Background: an optimization exercise with open tools, aiming at small area and a short achievable clock period. Do not read the settings as production practice.
Only simulation tests tie the RTL to the original design; equivalence was not proved.
No activity file was given, so power comes from the tool's default toggle rates.

==> inputs of branch onyx <==
==> flow/design.v <==
module unified_memory_wbit (
  input  logic we,
  input  logic web,
  input  logic d,
  input  logic q,
  output logic n
);
  assign n = (we & d) | (web & q);
endmodule
module unified_memory_and2 (
  input  logic a,
  input  logic b,
  output logic y
);
  assign y = a & b;
endmodule
module unified_memory_nand2 (
  input  logic a,
  input  logic b,
  output logic y
);
  assign y = !(a & b);
endmodule
module unified_memory_aoi3 (
  input  logic [2:0] s,
  input  logic [2:0] m,
  output logic       y
);
  assign y = !(|(s & m));
endmodule
module unified_memory_rdcol (
  input  logic [255:0] ws,
  input  logic [255:0] m,
  output logic [7:0]   yn
);
  for (genvar q = 0; q < 8; q++) begin : g_q
    logic [11*3-1:0] s3, m3;
    logic [10:0]     t;      
    assign s3 = {1'b0, ws[32*q +: 32]};
    assign m3 = {1'b0, m[32*q +: 32]};
    for (genvar k = 0; k < 11; k++) begin : g_aoi
      unified_memory_aoi3 u_aoi (.s(s3[3*k +: 3]), .m(m3[3*k +: 3]), .y(t[k]));
    end
    assign yn[q] = &t;
  end
endmodule
module unified_memory #(
  parameter int DATA_W      = 16,
  parameter int ADDR_W      = 8,
  parameter int WAIT_STATES = 2,
  parameter int PROT_LIMIT  = 64
) (
  input  logic              clk,
  input  logic              reset,
  input  logic              MemRead,
  input  logic              MemWrite,
  input  logic [ADDR_W-1:0] Addr,
  input  logic [DATA_W-1:0] WriteData,
  output logic [DATA_W-1:0] ReadData,
  output logic              MemReady,
  output logic              MemFault,
  output logic              Busy
);
  logic        req;
  logic        s1, s2;           
  logic [15:0] hw_q;             
  logic [15:0] lo_q, hi_q;       
  logic [15:0] d_q;              
  logic        wr_q, both_q;     
  logic        fire;
  logic [15:0] rd;
  logic [7:0]  rp [16];          
  logic [7:0]  rq [16];
  assign req  = MemRead | MemWrite;
  assign fire = s2 & req;
  always_ff @(posedge clk) begin
    if (!Busy) begin
      lo_q   <= 16'd1 << Addr[3:0];
      hi_q   <= 16'd1 << Addr[7:4];
      d_q    <= WriteData;
      wr_q   <= MemWrite;
      both_q <= MemRead & MemWrite;
    end
  end
  always_ff @(posedge clk) begin
    if (reset) begin
      s1       <= 1'b0;
      s2       <= 1'b0;
      hw_q     <= '0;
      Busy     <= 1'b0;
      MemReady <= 1'b0;
      MemFault <= 1'b0;
      ReadData <= '0;
    end else begin
      s1       <= !Busy & req;
      s2       <= s1 & req;
      hw_q     <= {16{fire & wr_q}} & hi_q;
      Busy     <= req & !MemReady;
      MemReady <= fire;
      MemFault <= fire & both_q;
      if (fire && !wr_q) ReadData <= rd;
    end
  end
  logic [15:0]  mem [256];
  logic [255:0] ws, we, web;
  logic [255:0] col [16];
  for (genvar w = 0; w < 256; w++) begin : g_word
    assign ws[w] = hi_q[w/16] & lo_q[w%16];
    unified_memory_and2  u_we  (.a(hw_q[w/16]), .b(lo_q[w%16]), .y(we[w]));
    unified_memory_nand2 u_web (.a(hw_q[w/16]), .b(lo_q[w%16]), .y(web[w]));
    for (genvar b = 0; b < 16; b++) begin : g_bit
      logic n;
      unified_memory_wbit u_wb (.we(we[w]), .web(web[w]), .d(d_q[b]), .q(mem[w][b]), .n(n));
      always_ff @(posedge clk) mem[w][b] <= n;
      assign col[b][w] = mem[w][b];
    end
  end
  for (genvar b = 0; b < 16; b++) begin : g_col
    unified_memory_rdcol u_rd (.ws(ws), .m(col[b]), .yn(rq[b]));
    always_ff @(posedge clk) rp[b] <= rq[b];
    assign rd[b] = !(&rp[b]);
  end
endmodule
==> flow/flow/run.sh <==
#!/bin/bash
# Layout flow: the standard ORFS flow (standard.sh, unchanged synthesis), with
#  - port buffers built from a plain buffer instead of the default delay-cell choice,
#  - the resizer allowed to swap cells across footprints (so port buffers and flops can be
#    resized for timing),
# everything else as in the standard flow. The whole make output goes to make_standard.log;
# each ORFS step writes its own log under orfs/logs/.
set -euo pipefail
bash standard.sh \
  MATCH_CELL_FOOTPRINT=0 \
  "BUFFER_PORTS_ARGS=-buffer_cell sky130_fd_sc_hd__buf_4" \
  finish > make_standard.log 2>&1
test -s out/final.def
==> flow/standard.sh <==
#!/bin/bash
# synth_recipe.tcl (not shown) runs the flow's synth.tcl, then flattens the netlist and writes it again
# the make line also repeats each setting of config.mk as NAME=value (left out here)
make -C /OpenROAD-flow-scripts/flow DESIGN_CONFIG=/design/flow/config.mk WORK_HOME=/design/flow/orfs CLKGATE_MAP_FILE= SYNTH_SCRIPT=/design/flow/synth_recipe.tcl "${@:-finish}"
==> flow/config.mk <==
export PLATFORM = sky130hd
export DESIGN_NAME = unified_memory
export DESIGN_NICKNAME = unified_memory
export VERILOG_FILES = /design/flow/design.v
export SDC_FILE = /design/flow/constraint.sdc
export NUM_CORES = 4
export LEC_CHECK = 0
export CAP_MARGIN = 20
export CORE_MARGIN = 2
export CORE_UTILIZATION = 40
export SETUP_SLACK_MARGIN = 4.9
export SLEW_MARGIN = 20
export SYNTH_HIERARCHICAL = 1
==> flow/constraint.sdc <==
create_clock -name core_clock -period 8.0 [get_ports {clk}]
set_input_delay 1.6000 -clock core_clock [delete_from_list [all_inputs] [get_ports {clk}]]
set_output_delay 1.6000 -clock core_clock [all_outputs]
set_load 0.01 [all_outputs]
==> branch delta: changes against branch onyx <==
==> flow/design.v, changed modules only <==
module unified_memory_wbit (
  input  logic we,
  input  logic web,
  input  logic d,
  input  logic q,
  output logic n
);
  assign n = !((d | web) & (q | we));
endmodule
module unified_memory_mux2 (
  input  logic s,
  input  logic a,
  input  logic b,
  output logic y
);
  assign y = s ? a : b;
endmodule
module unified_memory #(
  parameter int DATA_W      = 16,
  parameter int ADDR_W      = 8,
  parameter int WAIT_STATES = 2,
  parameter int PROT_LIMIT  = 64
) (
  input  logic              clk,
  input  logic              reset,
  input  logic              MemRead,
  input  logic              MemWrite,
  input  logic [ADDR_W-1:0] Addr,
  input  logic [DATA_W-1:0] WriteData,
  output logic [DATA_W-1:0] ReadData,
  output logic              MemReady,
  output logic              MemFault,
  output logic              Busy
);
  logic        req;
  logic        s1, s2;           
  logic [15:0] hw_q;             
  logic [15:0] lo_q, hi_q;       
  logic [15:0] lo_n, hi_n;
  logic [15:0] lw_q;             
  logic [15:0] dx_q;             
  logic        wr_q, both_q;     
  logic        fire;
  logic [15:0] rd;
  logic [7:0]  rp [16];          
  logic [7:0]  rq [16];
  logic        tgl;              
  logic        tgl_rp;           
  assign req  = MemRead | MemWrite;
  for (genvar i = 0; i < 16; i++) begin : g_addr
    unified_memory_mux2 u_lo (.s(!Busy), .a(Addr[3:0] == 4'(i)), .b(lo_q[i]), .y(lo_n[i]));
    unified_memory_mux2 u_hi (.s(!Busy), .a(Addr[7:4] == 4'(i)), .b(hi_q[i]), .y(hi_n[i]));
  end
  always_ff @(posedge clk) begin
    lo_q <= lo_n;
    hi_q <= hi_n;
    lw_q <= lo_q;
  end
  assign fire = s2 & req;
  always_ff @(posedge clk) begin
    if (!Busy) begin
      wr_q   <= MemWrite;
      both_q <= MemRead & MemWrite;
    end
  end
  always_ff @(posedge clk) begin
    if (reset) begin
      s1       <= 1'b0;
      s2       <= 1'b0;
      hw_q     <= '0;
      Busy     <= 1'b0;
      MemReady <= 1'b0;
      MemFault <= 1'b0;
      ReadData <= '0;
    end else begin
      s1       <= !Busy & req;
      s2       <= s1 & req;
      hw_q     <= {16{fire & wr_q}} & hi_q;
      Busy     <= req & !MemReady;
      MemReady <= fire;
      MemFault <= fire & both_q;
      if (fire && !wr_q) ReadData <= rd;
    end
  end
  always_ff @(posedge clk) begin
    tgl    <= !tgl;
    tgl_rp <= tgl;
  end
  always_ff @(posedge clk) begin
    if (!Busy) dx_q <= WriteData ^ {16{!tgl}};
    else       dx_q <= ~dx_q;
  end
  logic [15:0]  mem [256];
  logic [255:0] ws, we, web;
  logic [255:0] col [16];
  for (genvar w = 0; w < 256; w++) begin : g_word
    assign ws[w] = hi_q[w/16] & lo_q[w%16];
    unified_memory_and2  u_we  (.a(hw_q[w/16]), .b(lw_q[w%16]), .y(we[w]));
    unified_memory_nand2 u_web (.a(hw_q[w/16]), .b(lw_q[w%16]), .y(web[w]));
    for (genvar b = 0; b < 16; b++) begin : g_bit
      logic n;
      unified_memory_wbit u_wb (.we(we[w]), .web(web[w]), .d(dx_q[b]), .q(mem[w][b]), .n(n));
      always_ff @(posedge clk) mem[w][b] <= n;
      assign col[b][w] = mem[w][b];
    end
  end
  for (genvar b = 0; b < 16; b++) begin : g_col
    unified_memory_rdcol u_rd (.ws(ws), .m(col[b]), .yn(rq[b]));
    always_ff @(posedge clk) rp[b] <= rq[b];
    assign rd[b] = !(&rp[b]) ^ tgl_rp;
  end
endmodule
--- a/flow/flow/run.sh
+++ b/flow/flow/run.sh
@@ -3,11 +3,13 @@
 #  - port buffers built from a plain buffer instead of the default delay-cell choice,
 #  - the resizer allowed to swap cells across footprints (so port buffers and flops can be
 #    resized for timing),
+#  - clock tree sink clusters of up to 25 flip-flops within 90 um, and no dummy clock loads,
 # everything else as in the standard flow. The whole make output goes to make_standard.log;
 # each ORFS step writes its own log under orfs/logs/.
 set -euo pipefail
 bash standard.sh \
   MATCH_CELL_FOOTPRINT=0 \
   "BUFFER_PORTS_ARGS=-buffer_cell sky130_fd_sc_hd__buf_4" \
+  "CTS_ARGS=-sink_clustering_enable -repair_clock_nets -sink_clustering_size 25 -sink_clustering_max_diameter 90 -dont_use_dummy_load" \
   finish > make_standard.log 2>&1
 test -s out/final.def
- SETUP_SLACK_MARGIN: 4.9 -> 5.0
==> branch willow: changes against branch onyx <==
==> flow/design.v, changed modules only <==
module unified_memory_wbit (
  input  logic we,
  input  logic web,
  input  logic d,
  input  logic q,
  output logic n
);
  assign n = !((d | web) & (q | we));
endmodule
module unified_memory #(
  parameter int DATA_W      = 16,
  parameter int ADDR_W      = 8,
  parameter int WAIT_STATES = 2,
  parameter int PROT_LIMIT  = 64
) (
  input  logic              clk,
  input  logic              reset,
  input  logic              MemRead,
  input  logic              MemWrite,
  input  logic [ADDR_W-1:0] Addr,
  input  logic [DATA_W-1:0] WriteData,
  output logic [DATA_W-1:0] ReadData,
  output logic              MemReady,
  output logic              MemFault,
  output logic              Busy
);
  logic        req;
  logic        s1, s2;           
  logic [15:0] hw_q;             
  logic [15:0] lo_q, hi_q;       
  logic [15:0] dx_q;             
  logic        wr_q, both_q;     
  logic        fire;
  logic [15:0] rd;
  logic [7:0]  rp [16];          
  logic [7:0]  rq [16];
  logic        tgl;              
  logic        tgl_rp;           
  assign req  = MemRead | MemWrite;
  assign fire = s2 & req;
  always_ff @(posedge clk) begin
    if (!Busy) begin
      lo_q   <= 16'd1 << Addr[3:0];
      hi_q   <= 16'd1 << Addr[7:4];
      wr_q   <= MemWrite;
      both_q <= MemRead & MemWrite;
    end
  end
  always_ff @(posedge clk) begin
    if (reset) begin
      s1       <= 1'b0;
      s2       <= 1'b0;
      hw_q     <= '0;
      Busy     <= 1'b0;
      MemReady <= 1'b0;
      MemFault <= 1'b0;
      ReadData <= '0;
    end else begin
      s1       <= !Busy & req;
      s2       <= s1 & req;
      hw_q     <= {16{fire & wr_q}} & hi_q;
      Busy     <= req & !MemReady;
      MemReady <= fire;
      MemFault <= fire & both_q;
      if (fire && !wr_q) ReadData <= rd;
    end
  end
  always_ff @(posedge clk) begin
    tgl    <= !tgl;
    tgl_rp <= tgl;
  end
  always_ff @(posedge clk) begin
    if (!Busy) dx_q <= WriteData ^ {16{!tgl}};
    else       dx_q <= ~dx_q;
  end
  logic [15:0]  mem [256];
  logic [255:0] ws, we, web;
  logic [255:0] col [16];
  for (genvar w = 0; w < 256; w++) begin : g_word
    assign ws[w] = hi_q[w/16] & lo_q[w%16];
    unified_memory_and2  u_we  (.a(hw_q[w/16]), .b(lo_q[w%16]), .y(we[w]));
    unified_memory_nand2 u_web (.a(hw_q[w/16]), .b(lo_q[w%16]), .y(web[w]));
    for (genvar b = 0; b < 16; b++) begin : g_bit
      logic n;
      unified_memory_wbit u_wb (.we(we[w]), .web(web[w]), .d(dx_q[b]), .q(mem[w][b]), .n(n));
      always_ff @(posedge clk) mem[w][b] <= n;
      assign col[b][w] = mem[w][b];
    end
  end
  for (genvar b = 0; b < 16; b++) begin : g_col
    unified_memory_rdcol u_rd (.ws(ws), .m(col[b]), .yn(rq[b]));
    always_ff @(posedge clk) rp[b] <= rq[b];
    assign rd[b] = !(&rp[b]) ^ tgl_rp;
  end
endmodule
--- a/flow/flow/run.sh
+++ b/flow/flow/run.sh
@@ -3,11 +3,13 @@
 #  - port buffers built from a plain buffer instead of the default delay-cell choice,
 #  - the resizer allowed to swap cells across footprints (so port buffers and flops can be
 #    resized for timing),
+#  - clock tree sink clusters of up to 25 flip-flops within 90 um, and no dummy clock loads,
 # everything else as in the standard flow. The whole make output goes to make_standard.log;
 # each ORFS step writes its own log under orfs/logs/.
 set -euo pipefail
 bash standard.sh \
   MATCH_CELL_FOOTPRINT=0 \
   "BUFFER_PORTS_ARGS=-buffer_cell sky130_fd_sc_hd__buf_4" \
+  "CTS_ARGS=-sink_clustering_enable -repair_clock_nets -sink_clustering_size 25 -sink_clustering_max_diameter 90 -dont_use_dummy_load" \
   finish > make_standard.log 2>&1
 test -s out/final.def
- SETUP_SLACK_MARGIN: 4.9 -> 5.0
==> summary of the runs <==
Between branch onyx and branch willow, the lower clock power is in branch willow (gap 88%, measured against branch willow). Power, highest first: branch onyx, branch willow, branch delta. Of branch delta and branch willow, branch willow has the higher critical path depth (gap 5). First-iteration DRC count, highest first: branch delta, branch willow, branch onyx. Clock skew: branch delta is lower than branch willow (0.0084 ns). Of branch willow and branch onyx, branch onyx has the higher routed wire length (gap about 6%, measured against branch onyx). The highest die area belongs to branch onyx, the lowest to branch willow. Area after synthesis, lowest first: branch willow, branch delta, branch onyx.

-- what the ideal ports hide --
Ports are ideal in the flow. The routed layouts listed here were re-timed in OpenROAD. Step 1 (the two cells are an assumption about what drives the block):
set clk [get_ports {clk}]
set_driving_cell -lib_cell sky130_fd_sc_hd__clkbuf_16 $clk
set_driving_cell -lib_cell sky130_fd_sc_hd__buf_2 [delete_from_list [all_inputs] $clk]
Step 2 also shifts input and output timing later by t, the mid clock arrival at the registers, as if the neighbouring blocks saw the same clock. Slacks: ideal / step 1 / step 2; pairs: ideal / step 1.
run | t, ns | setup slack, ns | worst setup path after step 2 | latest minus earliest clock arrival (ns) | cell pins on the clock port's net
branch onyx | 1.063 | 4.879 / 4.782 / 4.500 | input to register | 0.057 / 0.057 | 1
branch delta | 1.029 | 4.851 / 4.748 / 4.493 | input to register | 0.067 / 0.068 | 1
branch willow | 1.000 | 4.915 / 4.835 / 4.545 | input to register | 0.076 / 0.077 | 1
After both steps every run listed still meets setup and hold. The setup slack of branch onyx, which loses most, moves by -0.097 ns with the drivers and by -0.379 ns with both steps.
